From an optimization exercise on the open Yosys and OpenROAD flow, aimed at small area and a short achievable clock period; shortcuts taken in it are not production practice.
The RTL was checked by simulation tests, not by an equivalence proof against the original design. The flow treats the clock pin as an ideal source, which a real chip does not have.

build 1:
==> flow/design.v (excerpt) <==
module rgb_to_hsl_converter_core #(
  parameter int HUE_BITS = 12
) (
  input  logic                clk,
  input  logic                rst,
  input  logic                start,
  output logic                busy,
  input  logic [23:0]         pixel,
  output logic                done,
  output logic [HUE_BITS-1:0] hue,
  output logic [7:0]          saturation,
  output logic [7:0]          lightness,
  output logic                achromatic
);
For scale: about 660 flip-flops, ~26000 um2 of cells after synthesis.
==> flow/config.mk <==
export PLATFORM = sky130hd
export DESIGN_NAME = rgb_to_hsl_converter_core
export DESIGN_NICKNAME = rgb_to_hsl_converter_core
export VERILOG_FILES = /design/flow/design.v
export SDC_FILE = /design/flow/constraint.sdc
export NUM_CORES = 4
export LEC_CHECK = 0
export CAP_MARGIN = 20
export CORE_MARGIN = 2
export CORE_UTILIZATION = 40
export CTS_CLUSTER_DIAMETER = 150
export CTS_CLUSTER_SIZE = 30
export SETUP_SLACK_MARGIN = 2.85
export SLEW_MARGIN = 20
==> flow/constraint.sdc <==
create_clock -name core_clock -period 5.2 [get_ports {clk}]
set_input_delay 1.0400 -clock core_clock [delete_from_list [all_inputs] [get_ports {clk}]]
set_output_delay 1.0400 -clock core_clock [all_outputs]
set_load 0.01 [all_outputs]
run.sh (not shown) runs the stock make flow with config.mk's settings and CLKGATE_MAP_FILE= SYNTH_SCRIPT=/design/flow/synth_recipe.tcl, a recipe that flattens the netlist after the stock synthesis.
--- input diff build 1..build 71 ---
Settings: CTS_CLUSTER_SIZE removed (was 30); CTS_CLUSTER_DIAMETER removed (was 150); SETUP_SLACK_MARGIN changed from 2.85 to 2.9.
## What came out
On register clock-pin slew on the reported worst setup and hold paths: build 71 sits below build 1.
Relative area of non-clock buffer cells in the final design delta (build 71 -> build 1): insignificant
Summary: with build 1 as the reference, via count in build 71 moved up by a few percent.
When the final numbers for build 71 and build 1 were put side by side, the worst setup slack turned out to be greater in build 71.
Build 71 vs build 1 — multi-input gate area in the final layout climbed by a few percent
Diff build 1 -> build 71: routed wire length shows an increase of 2000 um, global router's overall resource usage shows an increase of 0.76 points, part of the cycle the worst path needs shows a reduction of 0.33 points.
Here is what was changed in the inputs of build 15 compared with build 71.
Settings: a change of SETUP_SLACK_MARGIN from 2.9 to 2.7.
- Relative to build 71, tightest slew margin relative to the limit increased by 6.4 points in build 15.
- Diff build 15..build 71 | multi-input logic cell count | negligible
- Compared with build 71, build 15 shows a lower achievable frequency.
The following lists how build 44 was set up differently from build 15:
Settings: putting CTS_CLUSTER_SIZE at 30 where nothing was set; putting CTS_CLUSTER_DIAMETER at 150 where nothing was set; swapping 2.7 for 2.9 in SETUP_SLACK_MARGIN.
### Flow results
Summary of build 44 over build 15: instance count on the critical path moved up; area share of xor/xnor cells in the synthesized design did not really move; number of buffers added for setup after CTS +36; aggregate global-route resource usage saw a decrease; number of cells upsized or downsized after cts went up 210%. Relative to build 15, the sequential portion of the cell area of build 44 is higher by 0.85 points. Area taken by flip-flops and latches in build 44 vs build 15: up 68 um2. Setup slack on the worst flop-to-flop path was higher in build 44 than in build 15. Diff build 15 -> build 44 | period utilization | decrease of 3.1 points.

* * *

Another version of the RTL of rgb_to_hsl_converter_core (not shown whole).
Size in the first run: about 2700 cells after synthesis, about 660 flip-flops, roughly 58 I/O pins, ~0.026 mm² of cells after synthesis.
==> flow/config.mk <==
export PLATFORM = sky130hd
export DESIGN_NAME = rgb_to_hsl_converter_core
export DESIGN_NICKNAME = rgb_to_hsl_converter_core
export VERILOG_FILES = /design/flow/design.v
export SDC_FILE = /design/flow/constraint.sdc
export NUM_CORES = 4
export LEC_CHECK = 0
export ABC_AREA = 1
export CAP_MARGIN = 20
export CORE_MARGIN = 2
export CORE_UTILIZATION = 40
export CTS_CLUSTER_DIAMETER = 150
export CTS_CLUSTER_SIZE = 30
export SETUP_SLACK_MARGIN = 2.85
export SLEW_MARGIN = 20
==> flow/constraint.sdc <==
create_clock -name core_clock -period 5.2 [get_ports {clk}]
set_input_delay 1.0400 -clock core_clock [delete_from_list [all_inputs] [get_ports {clk}]]
set_output_delay 1.0400 -clock core_clock [all_outputs]
set_load 0.01 [all_outputs]
Change:
Settings changed: ABC_AREA 1 to default.
The new run passed the timing, DRC and antenna checks.
Routed wire length went down by 4.0%.
Clock-buffer cell count went down by 2.
Non-clock buffer count went up by 36.
Global-route usage went down by 0.19 points.

* * *

rgb_to_hsl_converter_core with an RTL version that a note above also has.
Size in the first run: about 660 flip-flops, ~58 I/O pins, roughly 0.026 sq mm of cells after synthesis.
make LEC_CHECK=0 CAP_MARGIN=20 CORE_MARGIN=2 CORE_UTILIZATION=40 CTS_BUF_LIST=sky130_fd_sc_hd__clkbuf_8 CTS_CLUSTER_SIZE=20 SETUP_SLACK_MARGIN=2.9 SLEW_MARGIN=20 finish   # period 5.2 ns
==> next run, changes <==
--- a/flow/config.mk
+++ b/flow/config.mk
@@ -10,5 +10,3 @@
 export CORE_UTILIZATION = 40
-export CTS_BUF_LIST = sky130_fd_sc_hd__clkbuf_8
-export CTS_CLUSTER_SIZE = 20
-export SETUP_SLACK_MARGIN = 2.9
+export SETUP_SLACK_MARGIN = 3.1
 export SLEW_MARGIN = 20
Outcome:
- worst setup slack gets worse by 0.025 ns
- critical path depth climbs by 8
- cell area climbs by a few percent
- die area does not change
- routed wire length climbs by a few percent

* * *

## 02-07
Starting RTL as in the previous note.
clock: 5.2 ns
lec_check: 0
cap_margin: 20
core_margin: 2
core_utilization: 60
cts_cluster_diameter: 150
cts_cluster_size: 30
place_density: 0.8
setup_slack_margin: 2.85
slew_margin: 20
#### Input delta (04-23 over 02-07)
# 02-07
export LEC_CHECK = 0
export CAP_MARGIN = 20
export CORE_MARGIN = 2
export CORE_UTILIZATION = 60
export CTS_CLUSTER_DIAMETER = 150
export CTS_CLUSTER_SIZE = 30
export PLACE_DENSITY = 0.8
export SETUP_SLACK_MARGIN = 2.85
export SLEW_MARGIN = 20
create_clock -name core_clock -period 5.2 [get_ports {clk}]
# 04-23
export LEC_CHECK = 0
export CAP_MARGIN = 20
export CORE_MARGIN = 2
export CORE_UTILIZATION = 60
export CTS_CLUSTER_DIAMETER = 150
export CTS_CLUSTER_SIZE = 30
export SETUP_SLACK_MARGIN = 2.9
export SLEW_MARGIN = 20
create_clock -name core_clock -period 5.2 [get_ports {clk}]
## What came out
- Delta (04-23 minus 02-07): via count shrank by 0.85%, logic depth of the worst path, buffers included shrank by 1, area of the multi-input gates grew by 1.3%, sequential share of layout area shrank by 0.42 points, max-cap violation count held steady.
- Between 02-07 and 04-23, the all-layer global routing usage figures differ only marginally.
- [compare] base=02-07 new=04-23: final net count increased by 18 relative to the old numbers; routed wire length decreased by about 1.2% relative to the old numbers.

[what the ideal ports hide]
No port has a modelled driver above. Below, the same layouts with a new extraction and two added sets of constraints. Step 1, drivers: a clkbuf_16 drives clk and a buf_2 each remaining input, both assumed. Step 2 times the ports against the registers' clock, not the clock port: input delays grow and output delays shrink by t, the midpoint of the rising clock arrivals with the driver on. Three values: no drivers, after step 1, after step 2; two values: the first two.
| run | shift t [ns] | setup WS [ns] | worst slew at a driven data input, ns | pins driven straight from the clock port |
|---|---|---|---|---|
| build 1 | 0.650 | 2.860 / 2.852 / 2.852 | 0.04 | 1 |
| build 71 | 0.653 | 2.877 / 2.853 / 2.853 | 0.04 | 1 |
| build 15 | 0.654 | 2.744 / 2.731 / 2.731 | 0.04 | 1 |
| build 44 | 0.650 | 2.907 / 2.880 / 2.880 | 0.04 | 1 |
| the first run of note 2 | 0.655 | 2.876 / 2.852 / 2.852 | 0.04 | 1 |
| the second run of note 2 | 0.639 | 2.873 / 2.845 / 2.845 | 0.04 | 1 |
| the first run of note 3 | 0.754 | 2.877 / 2.853 / 2.853 | 0.04 | 1 |
| the second run of note 3 | 0.655 | 2.852 / 2.852 / 2.852 | 0.06 | 1 |
| 02-07 | 0.633 | 2.824 / 2.824 / 2.824 | 0.04 | 1 |
| 04-23 | 0.635 | 2.896 / 2.873 / 2.873 | 0.07 | 1 |
After both steps setup and hold are still met in every run listed. The setup slack of the second run of note 2, which loses most, moves by -0.028 ns with the drivers and by -0.028 ns with both steps.
